This design comes from an exercise in tuning for small area, a short achievable clock period and few clock cycles per item on the open sky130 flow, not from production work. In this exercise RTL edits were held to simulation tests only and were not proved equivalent to the original. Power and IR drop assume default switching activity.

== run 1 ==
==> flow/design.v (excerpt) <==
module next_fit_slot_allocator_top #(
  parameter int unsigned NUM_SLOTS = nfsa_pkg::NUM_SLOTS_DEF
) (
  input  logic                          clk,
  input  logic                          rst_n,
  input  logic                          start,
  output logic                          busy,
  input  logic                          in_op,
  input  logic [nfsa_pkg::SLOT_W-1:0]   in_slot_index,
  output logic                          out_valid,
  output logic [nfsa_pkg::SLOT_W-1:0]   out_slot_out,
  output logic [nfsa_pkg::STATUS_W-1:0] out_status,
  output logic [nfsa_pkg::COUNT_W-1:0]  out_slots_in_use
);
For scale: roughly 2,300 flip-flops.
clock: 6.5 ns
lec_check: 0
cap_margin: 20
core_margin: 2
core_utilization: 40
cts_cluster_diameter: 150
cts_cluster_size: 20
place_density: 0.75
setup_slack_margin: 3.0
slew_margin: 20
tns_end_percent: 0
run.sh (not shown) runs the stock make flow with config.mk's settings and CLKGATE_MAP_FILE= SYNTH_SCRIPT=/design/flow/synth_recipe.tcl, a recipe that flattens the netlist after the stock synthesis.
Testbench counts of run 1, summed over its fixed seeds: cycles 48,024, items 48,000.
## Diff of input files: run 2 against run 1
diff --git a/flow/design.v b/flow/design.v
--- a/flow/design.v
+++ b/flow/design.v
@@ -209,47 +209,52 @@
   logic                          mv_q;       
   logic [SLOT_W-1:0]             s2_idx;
   logic                out_valid_q;
   logic [SLOT_W-1:0]   out_slot_q;
   logic [STATUS_W-1:0] out_status_q;
   logic [AW-1:0]     iw;
   logic [WORD_W-1:0] ib_oh;
   logic [WORD_W-1:0] cand_hi;
   logic              use_rd, low_any, a_ok, moved;
-  logic [WORD_W-1:0] oh_hi, oh_rd, a_oh;
+  logic [WORD_W-1:0] oh_hi, oh_rd, oh_lo, a_oh;
   logic [WORD_W-1:0] wd_alloc, wd_free;
   logic [AW-1:0]     a_word;
   logic              a_full, used;
   logic              we;
   logic [AW-1:0]     wa;
   logic [WORD_W-1:0] wd;
   assign iw    = s2_idx[SLOT_W-1:BIT_W];
   assign ib_oh = dec32(s2_idx[BIT_W-1:0]);
   always_comb begin
     for (int i = 0; i < WORD_W; i++) begin
       gem[i] = ~lt5(BIT_W'(i), pb_q);
     end
   end
-  assign cand_hi = ~cur_q & (hh_q ? gem : '1);
+  assign cand_hi = ~cur_q & gem;
   assign use_rd  = ~hh_q & nwv_q;
   assign low_any = ~&cur_q;
   assign a_ok    = hh_q | nwv_q | low_any;
   assign moved   = is_alloc & use_rd;
   assign oh_hi = low32(cand_hi);
   assign oh_rd = low32(~rd_q);
+  assign oh_lo = low32(~cur_q);
   always_comb begin
-    if (use_rd) begin
+    if (hh_q) begin
+      wd_alloc = cur_q | oh_hi;
+      a_oh     = oh_hi;
+      a_word   = pw_q;
+    end else if (nwv_q) begin
       wd_alloc = rd_q | oh_rd;
       a_oh     = oh_rd;
       a_word   = nw_q;
     end else begin
-      wd_alloc = cur_q | oh_hi;
-      a_oh     = oh_hi;
+      wd_alloc = cur_q | oh_lo;
+      a_oh     = oh_lo;
       a_word   = pw_q;
     end
   end
   assign wd_free = rd_q & ~ib_oh;
   assign used    = |(rd_q & ib_oh);
   assign we = s2_valid;
   assign wa = s2_op ? iw : a_word;
   assign wd = s2_op ? wd_free : wd_alloc;
   logic              pw_full, gap1, gap2;
@@ -295,20 +300,21 @@
     end
   end
   logic free_cur, free_rd, hh_d;
   assign free_cur = one_free(cur_q);
   assign free_rd  = one_free(rd_q);
   assign a_full   = use_rd ? free_rd : free_cur;
   always_comb begin
     hh_d = hh_q;
     if (is_alloc & a_ok) begin
-      if (use_rd)     hh_d = ~free_rd;
-      else            hh_d = ~one_free(~cand_hi);
+      if (hh_q)       hh_d = ~one_free(~cand_hi);
+      else if (nwv_q) hh_d = ~free_rd;
+      else            hh_d = ~free_cur;
     end else if (is_free & (iw == pw_q)) begin
       hh_d = hh_q | |(ib_oh & gem);
     end
   end
   logic [AW-1:0]     raddr;
   logic [WORD_W-1:0] rdata;
   always_comb begin
     if (s1_op)                     raddr = s1_idx[SLOT_W-1:BIT_W];
     else if (mv_q)                 raddr = nnw_q;
==> run notes <==
Static leakage for run 2 is lower than for run 1.
Run 1 → run 2: power dissipated in combinational cells went down by about 4%; routing usage on met2 went down by 1.4 points; area enclosed by the die boundary went up by about 0.6%; via count went down by 1,133; power consumption was more or less identical.
Global-route usage over all layers in run 2 is 0.84 points lower than in run 1
Higher detailed placement HPWL among run 1 and run 2: run 1
The mean area per synthesized cell on run 1 is in line with that on run 2.
[diff] highest achievable clock rate, run 2 relative to run 1: regression
Going from run 1 to run 2, the sequential share of layout area was found to have gone up by 0.56 points.
Between run 1 and run 2, the synthesized-area fraction occupied by xor and xnor cells figures differ only marginally.
Testbench counts of run 2, summed over its fixed seeds: cycles 48,024, items 48,000.

## afterwards: timing with drivers on the ports
How much do the figures lean on ideal ports? The routed layouts below were timed once more, with nothing changed but the port constraints. Step 1 sets driving cells, clkbuf_16 on the clock port and buf_2 on the other inputs (assumed; they add their load-dependent delay and slew). Step 2 adds t to the input delays and takes it off the output delays; t is the mean of the earliest and latest rising clock arrival at the registers after step 1. Input paths then give back, and output paths get back, about the clock's delay inside the block. Three values: ideal, step 1, step 2; two values: the first two.
| run | shift t [ns] | setup slack, ns | worst data-port slew with drivers (ns) |
|---|---|---|---|
| run 1 | 0.888 | 2.627 / 2.627 / 2.627 | 0.04 |
| run 2 | 0.910 | 2.603 / 2.603 / 2.603 | 0.07 |
After both steps every run listed still meets setup and hold.
